Source: an optimization exercise on an open RTL-to-GDS flow (aim: small area). Production flows keep margins and buffers that such runs may drop.
Power and IR drop assume default switching activity.

==> module char_ram, before the edit <==
module char_ram (
  input  logic       clk,
  input  logic       rst,
  input  logic       i_start_clear,  
  input  logic       i_we,          
  input  logic [3:0] i_wr_col,
  input  logic [7:0] i_wr_data,
  input  logic       i_move,        
  input  logic       i_clear,       
  output logic [3:0] o_turn,
  input  logic [3:0] i_rd_col,
  input  logic [2:0] i_rd_src,      
  input  logic       i_rd_hide,     
  output logic [7:0] o_rd_data
);
  logic [7:0] rows [4][16];   
  logic [3:0] turn;
  logic [3:0] rd_place;
  logic [3:0] wr_place;
  logic [7:0] row_d [4];
  logic [7:0] port_d;
  logic [7:0] rd;
  always_ff @(posedge clk) begin
    if (rst || i_start_clear) begin
      turn <= '0;
    end else begin
      turn <= turn + 4'd1;
    end
  end
  assign o_turn   = turn;
  assign rd_place = i_rd_col - turn;
  assign wr_place = i_wr_col - turn - 4'd1;   
  assign port_d   = (i_clear || i_move) ? console_code_pkg::BLANK_CHAR : i_wr_data;
  always_ff @(posedge clk) begin
    for (int k = 0; k < 4; k++) begin
      for (int i = 0; i < 16; i++) begin
        rows[k][i] <= rows[k][(i + 1) % 16];
      end
    end
    if (i_clear || i_move) begin
      rows[0][14] <= rows[3][15];
      rows[1][14] <= rows[0][15];
      rows[2][14] <= rows[1][15];
    end
    for (int i = 0; i < 16; i += 2) begin
      if (i_clear || (i_move && (i == 14)) || (i_we && (wr_place[3:1] == i[3:1]))) begin
        rows[3][i] <= port_d;
      end
    end
  end
  always_comb begin
    logic [7:0] quad [4];
    for (int k = 0; k < 4; k++) begin
      for (int q = 0; q < 4; q++) begin
        quad[q] = '0;
        for (int i = 0; i < 4; i++) quad[q] |= rows[k][q*4 + i] & {8{rd_place[1:0] == i[1:0]}};
      end
      row_d[k] = '0;
      for (int q = 0; q < 4; q++) row_d[k] |= quad[q] & {8{(rd_place[3:2] == q[1:0]) && (i_rd_src == k[2:0])}};
    end
  end
  always_comb begin
    rd = (row_d[0] | row_d[1] | row_d[2]) |
         ((i_rd_hide && (i_rd_col == i_wr_col)) ? console_code_pkg::BLANK_CHAR : row_d[3]);
  end
  always_ff @(posedge clk) begin
    o_rd_data <= rd;
  end
endmodule
clock: 5.0 ns
lec_check: 0
cap_margin: 20
core_margin: 2
core_utilization: 60
cts_buf_list: sky130_fd_sc_hd__clkbuf_8
cts_cluster_diameter: 60
cts_cluster_size: 16
slew_margin: 20
synth_memory_max_bits: 4096
standard.sh (not shown) runs the stock make flow with config.mk's settings and CLKGATE_MAP_FILE= SYNTH_SCRIPT=/design/flow/synth_recipe.tcl, a recipe that flattens the netlist after the stock synthesis.
==> flow/flow/run.sh <==
#!/bin/bash
# Standard layout, with port buffers of the smallest buffer and no dummy clock loads.
set -e
export BUFFER_PORTS_ARGS="-buffer_cell sky130_fd_sc_hd__buf_1"
export CTS_ARGS="-sink_clustering_enable -repair_clock_nets -dont_use_dummy_load -sink_clustering_size 19 -sink_clustering_max_diameter 90 -buf_list sky130_fd_sc_hd__clkbuf_8"
bash standard.sh > standard.log 2>&1
==> next run, changes <==
--- a/flow/design.v
+++ b/flow/design.v
@@ -224,8 +224,9 @@
   logic [3:0] turn;
   logic [3:0] rd_place;
   logic [3:0] wr_place;
   logic [7:0] row_d [4];
+  logic [3:0] row_sel;
   logic [7:0] port_d;
   logic [7:0] rd;
   always_ff @(posedge clk) begin
     if (rst || i_start_clear) begin
@@ -255,22 +256,23 @@
       end
     end
   end
   always_comb begin
+    for (int k = 0; k < 3; k++) row_sel[k] = (i_rd_src == k[2:0]);
+    row_sel[3] = (i_rd_src == 3'd3) && !(i_rd_hide && (i_rd_col == i_wr_col));
+  end
+  always_comb begin
     logic [7:0] quad [4];
     for (int k = 0; k < 4; k++) begin
       for (int q = 0; q < 4; q++) begin
         quad[q] = '0;
         for (int i = 0; i < 4; i++) quad[q] |= rows[k][q*4 + i] & {8{rd_place[1:0] == i[1:0]}};
       end
       row_d[k] = '0;
-      for (int q = 0; q < 4; q++) row_d[k] |= quad[q] & {8{(rd_place[3:2] == q[1:0]) && (i_rd_src == k[2:0])}};
+      for (int q = 0; q < 4; q++) row_d[k] |= quad[q] & {8{(rd_place[3:2] == q[1:0]) && row_sel[k]}};
     end
   end
-  always_comb begin
-    rd = (row_d[0] | row_d[1] | row_d[2]) |
-         ((i_rd_hide && (i_rd_col == i_wr_col)) ? console_code_pkg::BLANK_CHAR : row_d[3]);
-  end
+  assign rd = row_d[0] | row_d[1] | row_d[2] | row_d[3];
   always_ff @(posedge clk) begin
     o_rd_data <= rd;
   end
 endmodule
Outcome:
- The changed run completed with no timing, DRC or antenna violations
- utilization hardly moves
- area after synthesis hardly moves
- combinational power hardly moves
- hold slack is better by 0.019 ns
- non-clock buffer count came out lower by 2
- cell count is about the same
- power hardly moves
- global-route usage barely changes
- cell area is about the same
- via count is about the same
- clock-buffer cell count stays the same
- worst setup slack improved by 0.097 ns
- die area is about the same
- wire length came out lower slightly
No run of this note included a check of the RTL's function; only the layout flow was run.

========
Setup of the reference run:
console_buffer, a different RTL version from the one above (not shown whole).
Size: roughly 580 flip-flops, about 28 I/O pins.
==> module char_ram, before the edit <==
module char_ram (
  input  logic       clk,
  input  logic       rst,
  input  logic       i_start_clear,  
  input  logic       i_we,          
  input  logic [3:0] i_wr_col,
  input  logic [7:0] i_wr_data,
  input  logic       i_move,        
  input  logic       i_clear,       
  output logic [3:0] o_turn,
  input  logic [3:0] i_rd_col,      
  input  logic [3:0] i_rd_src,      
  input  logic       i_rd_hide,     
  output logic [7:0] o_rd_data
);
  logic [7:0] rows [4][16];   
  logic [3:0] turn;
  logic [3:0] next_place;   
  logic [15:0] place_oh;    
  logic [3:0] wr_place;
  logic [7:0] port_d;
  logic [7:0] rd;
  always_ff @(posedge clk) begin
    if (rst || i_start_clear) begin
      turn <= '0;
    end else begin
      turn <= turn + 4'd1;
    end
  end
  assign o_turn   = turn;
  assign next_place = i_rd_col - turn - 4'd1;
  always_ff @(posedge clk) begin
    for (int i = 0; i < 16; i++) place_oh[i] <= (next_place == i[3:0]);
  end
  assign wr_place = i_wr_col - turn - 4'd1;   
  assign port_d   = (i_clear || i_move) ? console_code_pkg::BLANK_CHAR : i_wr_data;
  always_ff @(posedge clk) begin
    for (int k = 0; k < 4; k++) begin
      for (int i = 0; i < 16; i++) begin
        rows[k][i] <= rows[k][(i + 1) % 16];
      end
    end
    if (i_clear || i_move) begin
      rows[0][14] <= rows[3][15];
      rows[1][14] <= rows[0][15];
      rows[2][14] <= rows[1][15];
    end
    for (int i = 0; i < 16; i += 2) begin
      if (i_clear || (i_move && (i == 14)) || (i_we && (wr_place[3:1] == i[3:1]))) begin
        rows[3][i] <= port_d;
      end
    end
  end
  always_comb begin
    logic [7:0] oct [2];
    logic       row_on;
    rd = '0;
    for (int k = 0; k < 4; k++) begin
      row_on = i_rd_src[k];
      if (k == 3) row_on = row_on && !(i_rd_hide && (i_rd_col == i_wr_col));
      oct[0] = '0;
      for (int i = 0; i < 16; i++) oct[0] |= rows[k][i] & {8{place_oh[i]}};
      rd |= oct[0] & {8{row_on}};
    end
  end
  always_ff @(posedge clk) begin
    o_rd_data <= rd;
  end
endmodule
export LEC_CHECK = 0
export CAP_MARGIN = 20
export CORE_MARGIN = 2
export CORE_UTILIZATION = 60
export CTS_BUF_LIST = sky130_fd_sc_hd__clkbuf_8
export CTS_CLUSTER_DIAMETER = 60
export CTS_CLUSTER_SIZE = 16
export SLEW_MARGIN = 20
export SYNTH_MEMORY_MAX_BITS = 4096
create_clock -name core_clock -period 5.0 [get_ports {clk}]
Scripts as last shown in full above: flow/flow/run.sh
[inputs] the trial run vs the reference run
-- flow/design.v --
<<< the reference run, line 224
  logic [3:0] turn;
  logic [3:0] next_place;   
  logic [15:0] place_oh;    
  logic [3:0] wr_place;
  logic [7:0] port_d;
>>> the trial run, line 224
  logic [3:0] turn;
  logic [3:0] next_place;   
  logic [3:0] place_lo;     
  logic [3:0] place_hi;     
  logic [3:0] wr_place;
  logic [7:0] port_d;
<<< the reference run, line 238
  assign next_place = i_rd_col - turn - 4'd1;
  always_ff @(posedge clk) begin
    for (int i = 0; i < 16; i++) place_oh[i] <= (next_place == i[3:0]);
  end
  assign wr_place = i_wr_col - turn - 4'd1;   
>>> the trial run, line 239
  assign next_place = i_rd_col - turn - 4'd1;
  always_ff @(posedge clk) begin
    for (int i = 0; i < 4; i++) begin
      place_lo[i] <= (next_place[1:0] == i[1:0]);
      place_hi[i] <= (next_place[3:2] == i[1:0]);
    end
  end
  assign wr_place = i_wr_col - turn - 4'd1;   
<<< the reference run, line 260
  end
  always_comb begin
    logic [7:0] oct [2];
    logic       row_on;
    rd = '0;
>>> the trial run, line 264
  end
  always_comb begin
    logic [7:0] quad [4];
    logic       row_on;
    rd = '0;
<<< the reference run, line 266
      row_on = i_rd_src[k];
      if (k == 3) row_on = row_on && !(i_rd_hide && (i_rd_col == i_wr_col));
      oct[0] = '0;
      for (int i = 0; i < 16; i++) oct[0] |= rows[k][i] & {8{place_oh[i]}};
      rd |= oct[0] & {8{row_on}};
    end
  end
>>> the trial run, line 270
      row_on = i_rd_src[k];
      if (k == 3) row_on = row_on && !(i_rd_hide && (i_rd_col == i_wr_col));
      for (int q = 0; q < 4; q++) begin
        quad[q] = '0;
        for (int i = 0; i < 4; i++) quad[q] |= rows[k][q*4 + i] & {8{place_lo[i]}};
        rd |= quad[q] & {8{place_hi[q] && row_on}};
      end
    end
  end
==> comparison <==
- Re share of the final layout cell area in sequential cells: the reference run was higher than the trial run.
- The wire length of the first global-routing pass of the trial run falls short of that of the reference run by 3.8%.
- Summary of the trial run over the reference run: time the worst path needs with I/O delays and setup up 0.052 ns, portion of total power attributed to the clock network down 0.5 points.
- Compared with the reference run, in the trial run fmax went down about 1.6%, x dimension of the die increased by 0.36% relative to the old numbers, summed instance area of the synthesized netlist increased 0.75%, worst setup slack saw a decrease.
- The reference run → the trial run: post-route cell area fell about 0.33%; final total power fell 0.47%; worst slew margin relative to its limit rose 3.0 points; clock buffer count fell 1.
- Compared with the reference run, the trial run shows area of combinational cells with multiple inputs that has gone up by a few percent.
No functional check of the RTL was part of any run of this note.

## what the ideal ports hide
Ports are ideal in the flow. The routed layouts listed here were re-timed in OpenROAD.
Step 1: set_driving_cell puts a clkbuf_16 on clk and a buf_2 on each other input, an assumption about the parent block.
Step 2 adds t to the input delays and takes it off the output delays; t is the mean of the earliest and latest rising clock arrival at the registers after step 1. Input paths then give back, and output paths get back, about the clock's delay inside the block.
a / b / c = ideal / step 1 / step 2; a / b = the first two.
run | shift t [ns] | slack for setup (ns) | slew at the worst register clock pin (ns) | pins driven straight from the clock port
the first run of note 1 | 0.583 | 1.408 / 1.408 / 1.408 | 0.12 / 0.12 | 1
the second run of note 1 | 0.582 | 1.506 / 1.506 / 1.506 | 0.12 / 0.12 | 1
the reference run | 0.588 | 1.745 / 1.697 / 2.284 | 0.12 / 0.12 | 1
the trial run | 0.602 | 1.693 / 1.644 / 2.204 | 0.12 / 0.12 | 1
After both steps setup and hold are still met in every run listed.
